Context: an optimization exercise on an open-source flow, tuned for small area. The choices shown serve that exercise and are no tape-out recipe.
At most, simulation tests tie the RTL to the original design; equivalence was not proved.
Power figures rest on the tool's default switching activity, not on a simulated workload.

// ecc_input_loader
module ecc_input_loader #(
   parameter  int DATA_W  = 64,
   localparam int N_WORDS = 768 / DATA_W
) (
   input  logic              i_clk,
   input  logic              i_rst_n,
   input  logic              i_in_valid,
   output logic              o_in_ready,
   input  logic [DATA_W-1:0] i_in_data,
   output logic              o_start,
   input  logic              i_core_ack,
   input  logic              i_core_done,
   output logic [255:0]      o_scalar,
   output logic [255:0]      o_px,
   output logic [255:0]      o_py
   ,
   output logic              o_range_err
);
==> module ecc_input_loader, before the edit <==
module ecc_input_loader #(
   parameter  int DATA_W  = 64,
   localparam int N_WORDS = 768 / DATA_W
) (
   input  logic              i_clk,
   input  logic              i_rst_n,
   input  logic              i_in_valid,
   output logic              o_in_ready,
   input  logic [DATA_W-1:0] i_in_data,
   output logic              o_start,
   input  logic              i_core_ack,
   input  logic              i_core_done,
   output logic [255:0]      o_scalar,
   output logic [255:0]      o_px,
   output logic [255:0]      o_py
   ,
   output logic              o_range_err
);
   localparam logic [3:0] S_START = 4'd12;
   localparam logic [3:0] S_BUSY  = 4'd13;
   localparam logic [3:0] S_RST   = 4'd15;
   logic [3:0] s;
   logic       accept;
   assign o_in_ready = ~(s[3] & s[2]);
   assign o_start    = (s == S_START);
   assign accept     = i_in_valid & o_in_ready;
   always_ff @(posedge i_clk or negedge i_rst_n) begin
      if (!i_rst_n) begin
         s <= S_RST;
      end else if ((s == S_BUSY && i_core_done) || s == S_RST || s == 4'd14) begin
         s <= 4'd0;
      end else if (accept || (o_start && i_core_ack)) begin
         s <= s + 4'd1;
      end
   end
   always_ff @(posedge i_clk) begin
      if (accept) {o_scalar, o_px, o_py} <= {o_scalar[255-DATA_W:0], o_px, o_py, i_in_data};
   end
   logic r_all;    
   logic r_err;
   logic d_mid;    
   assign d_mid = &i_in_data[62:5];
   always_ff @(posedge i_clk) begin
      if (accept) begin
         if (s[3:2] == 2'b00) begin
            r_err <= 1'b0;
         end else if (s[1:0] == 2'b00) begin
            r_err <= r_err | i_in_data[63];
            r_all <= d_mid & (&i_in_data[4:0]);
         end else if (s[1:0] == 2'b11) begin
            r_err <= r_err | (r_all & i_in_data[63] & d_mid & (i_in_data[4:0] >= 5'd13));
         end else begin
            r_all <= r_all & i_in_data[63] & d_mid & (&i_in_data[4:0]);
         end
      end
   end
   assign o_range_err = r_err;
endmodule
clock: 5.0 ns
lec_check: 0
cap_margin: 20
core_margin: 2
core_utilization: 70
cts_buf_list: sky130_fd_sc_hd__clkbuf_8
cts_cluster_diameter: 100
cts_cluster_size: 19
slew_margin: 20
standard.sh (not shown) runs the stock make flow with config.mk's settings and CLKGATE_MAP_FILE= SYNTH_SCRIPT=/design/flow/synth_recipe.tcl, a recipe that flattens the netlist after the stock synthesis.
==> flow/flow/run.sh <==
#!/bin/bash
# Standard ORFS layout, with the port buffers made from the smallest buffer
# (buf_1) and pins allowed on every routing track of the die edge.
set -euo pipefail
export BUFFER_PORTS_ARGS="-buffer_cell sky130_fd_sc_hd__buf_1"
export PLACE_PINS_ARGS="-min_distance 1 -min_distance_in_tracks"
bash standard.sh finish > run_standard.log 2>&1
The first run ran to the end with no violations.
Edit:
==> flow/design.v (replaced) <==
module ecc_input_loader #(
   parameter  int DATA_W  = 64,
   localparam int N_WORDS = 768 / DATA_W
) (
   input  logic              i_clk,
   input  logic              i_rst_n,
   input  logic              i_in_valid,
   output logic              o_in_ready,
   input  logic [DATA_W-1:0] i_in_data,
   output logic              o_start,
   input  logic              i_core_ack,
   input  logic              i_core_done,
   output logic [255:0]      o_scalar,
   output logic [255:0]      o_px,
   output logic [255:0]      o_py
   ,
   output logic              o_range_err
);
   logic       busy;
   logic [3:0] cnt;
   logic       accept;
   logic       last_word;
   assign accept    = i_in_valid & o_in_ready;
   assign last_word = accept & (cnt == 4'd11);
   always_ff @(posedge i_clk or negedge i_rst_n) begin
      if (!i_rst_n) begin
         o_in_ready <= 1'b0;
         o_start    <= 1'b0;
         busy       <= 1'b0;
      end else begin
         o_in_ready <= (o_in_ready & ~last_word) | (busy & i_core_done) |
                       (~o_in_ready & ~o_start & ~busy);
         o_start    <= (o_in_ready & last_word) | (o_start & ~i_core_ack);
         busy       <= (o_start & i_core_ack) | (busy & ~i_core_done);
      end
   end
   always_ff @(posedge i_clk) begin
      if (!o_in_ready) cnt <= 4'd0;
      else if (accept) cnt <= cnt + 4'd1;
   end
   always_ff @(posedge i_clk) begin
      if (accept) {o_scalar, o_px, o_py} <= {o_scalar[255-DATA_W:0], o_px, o_py, i_in_data};
   end
   logic r_all;    
   logic r_err;
   logic d_mid;    
   assign d_mid = &i_in_data[62:5];
   always_ff @(posedge i_clk) begin
      if (accept) begin
         if (cnt[3:2] == 2'b00) begin
            r_err <= 1'b0;
         end else if (cnt[1:0] == 2'b00) begin
            r_err <= r_err | i_in_data[63];
            r_all <= d_mid & (&i_in_data[4:0]);
         end else if (cnt[1:0] == 2'b11) begin
            r_err <= r_err | (r_all & i_in_data[63] & d_mid & (i_in_data[4:0] >= 5'd13));
         end else begin
            r_all <= r_all & i_in_data[63] & d_mid & (&i_in_data[4:0]);
         end
      end
   end
   assign o_range_err = r_err;
endmodule
Result:
- global-route usage climbs by 0.31 points
- via count went up by 1.6%
- die area is about the same
- synthesized area is about the same
- clock power barely changes
- count of clock-buffer cells in the layout stays the same
Function not checked in the first run of this note: the RTL went through the layout flow alone.


job 9489:
Another version of the RTL of ecc_input_loader (not shown whole).
Size: about 850 cells after synthesis, roughly 770 flip-flops, ~24000 µm² of cells after synthesis.
==> module ecc_input_loader, before the edit <==
module ecc_input_loader #(
   parameter  int DATA_W  = 64,
   localparam int N_WORDS = 768 / DATA_W
) (
   input  logic              i_clk,
   input  logic              i_rst_n,
   input  logic              i_in_valid,
   output logic              o_in_ready,
   input  logic [DATA_W-1:0] i_in_data,
   output logic              o_start,
   input  logic              i_core_ack,
   input  logic              i_core_done,
   output logic [255:0]      o_scalar,
   output logic [255:0]      o_px,
   output logic [255:0]      o_py
   ,
   output logic              o_range_err
);
   localparam logic [3:0] S_START = 4'd12;
   localparam logic [3:0] S_BUSY  = 4'd13;
   localparam logic [3:0] S_RST   = 4'd15;
   logic [3:0] s;
   logic       accept;
   assign o_in_ready = ~(s[3] & s[2]);
   assign o_start    = (s == S_START);
   assign accept     = i_in_valid & o_in_ready;
   always_ff @(posedge i_clk or negedge i_rst_n) begin
      if (!i_rst_n) begin
         s <= S_RST;
      end else if ((s == S_BUSY && i_core_done) || s == S_RST || s == 4'd14) begin
         s <= 4'd0;
      end else if (accept || (o_start && i_core_ack)) begin
         s <= s + 4'd1;
      end
   end
   logic [767:0] vec;
   always_ff @(posedge i_clk) begin
      for (int k = 0; k < N_WORDS; k++)
         if (accept && s == 4'(k)) vec[767 - DATA_W*k -: DATA_W] <= i_in_data;
   end
   assign {o_scalar, o_px, o_py} = vec;
   logic r_all;    
   logic r_err;
   logic d_mid;    
   assign d_mid = &i_in_data[62:5];
   logic w_scalar, w_first, w_last;    
   assign w_scalar = ~(s[3] | s[2]);
   assign w_first  = ~(s[1] | s[0]);
   assign w_last   = s[1] & s[0];
   always_ff @(posedge i_clk) begin
      if (accept) begin
         r_all <= (w_first | r_all) & (w_first | i_in_data[63]) & d_mid & (&i_in_data[4:0]);
         r_err <= ~w_scalar & (r_err | (w_first & i_in_data[63]) |
                               (w_last & r_all & i_in_data[63] & d_mid & (i_in_data[4:0] >= 5'd13)));
      end
   end
   assign o_range_err = r_err;
endmodule
export LEC_CHECK = 0
export CAP_MARGIN = 20
export CORE_MARGIN = 2
export CORE_UTILIZATION = 70
export CTS_BUF_LIST = sky130_fd_sc_hd__clkbuf_8
export CTS_CLUSTER_DIAMETER = 100
export CTS_CLUSTER_SIZE = 19
export SLEW_MARGIN = 20
create_clock -name core_clock -period 5.0 [get_ports {i_clk}]
==> flow/flow/run.sh <==
#!/bin/bash
# Standard ORFS layout, with the port buffers made from the smallest buffer
# (buf_1), pins allowed on every routing track of the die edge, and clock tree
# synthesis without dummy loads.
set -euo pipefail
export BUFFER_PORTS_ARGS="-buffer_cell sky130_fd_sc_hd__buf_1"
export PLACE_PINS_ARGS="-min_distance 1 -min_distance_in_tracks"
export CTS_ARGS="-sink_clustering_enable -repair_clock_nets -dont_use_dummy_load -sink_clustering_size 20 -sink_clustering_max_diameter 80 -buf_list sky130_fd_sc_hd__clkbuf_8"
bash standard.sh finish > run_standard.log 2>&1
Input-level comparison between job 7504 and job 9489:
diff --git a/flow/design.v b/flow/design.v
--- a/flow/design.v
+++ b/flow/design.v
@@ -32,14 +32,11 @@
       end else if (accept || (o_start && i_core_ack)) begin
          s <= s + 4'd1;
       end
    end
-   logic [767:0] vec;
    always_ff @(posedge i_clk) begin
-      for (int k = 0; k < N_WORDS; k++)
-         if (accept && s == 4'(k)) vec[767 - DATA_W*k -: DATA_W] <= i_in_data;
+      if (accept) {o_scalar, o_px, o_py} <= {o_scalar[255-DATA_W:0], o_px, o_py, i_in_data};
    end
-   assign {o_scalar, o_px, o_py} = vec;
    logic r_all;    
    logic r_err;
    logic d_mid;    
    assign d_mid = &i_in_data[62:5];
Notes after the runs:
Summary of the comparison: finished layout cell area is lower in job 7504, relative to job 9489.
Comparing synthesized area for job 9489 and job 7504, the smaller number came from job 7504.
Job 7504 ended up with a lower via count than job 9489 did.
Setup slack: job 7504 more than job 9489
From job 9489 to job 7504 the numbers moved as follows: critical-path maximum fanout shows a reduction of 1, count of clock-buffer cells in the layout shows no meaningful change, fraction of area in clock buffers and inverters shows no meaningful change.
Higher initial antenna violation count goes to job 9489 over job 7504.
In job 7504, the synthesized cell count came out 21 below the value in job 9489.
Relative to job 9489, wire length of the first global-routing pass decreased by 14000 µm in job 7504.
What job 7504 reported for overall power consumption has to be multiplied by 0.859 to get the figure for job 9489.
Normalized max-slew margin, job 9489 and job 7504: lower on job 9489
Looking at non-filler instance count after layout, job 7504 sits below job 9489.
Function not checked in job 9489: the RTL went through the layout flow alone.

-- what the ideal ports hide --
The results above use ideal ports. As a check the final layouts listed here were re-extracted and re-timed, cells and wires unchanged. Step 1: set_driving_cell puts a clkbuf_16 on i_clk and a buf_2 on each other input, an assumption about the parent block. Step 2 also shifts input and output timing later by t, the mid clock arrival at the registers, as if the neighbouring blocks saw the same clock. a / b / c = ideal ports / drivers / drivers and shift; a / b = the first two.
run | t, ns | slack for setup (ns) | worst setup path after step 2 | worst register clock-pin slew, ns | pins driven straight from the clock port
the first run of note 1 | 0.635 | 2.034 / 1.985 / 1.862 | input to register | 0.12 / 0.12 | 1
the second run of note 1 | 0.646 | 2.485 / 2.431 / 1.837 | input to register | 0.12 / 0.12 | 1
job 9489 | 0.651 | 2.067 / 2.019 / 1.849 | input to register | 0.12 / 0.12 | 1
job 7504 | 0.633 | 2.125 / 2.078 / 1.896 | input to register | 0.12 / 0.12 | 1
After both steps every run listed still meets setup and hold. The setup slack of the second run of note 1, which loses most, moves by -0.054 ns with the drivers and by -0.648 ns with both steps.
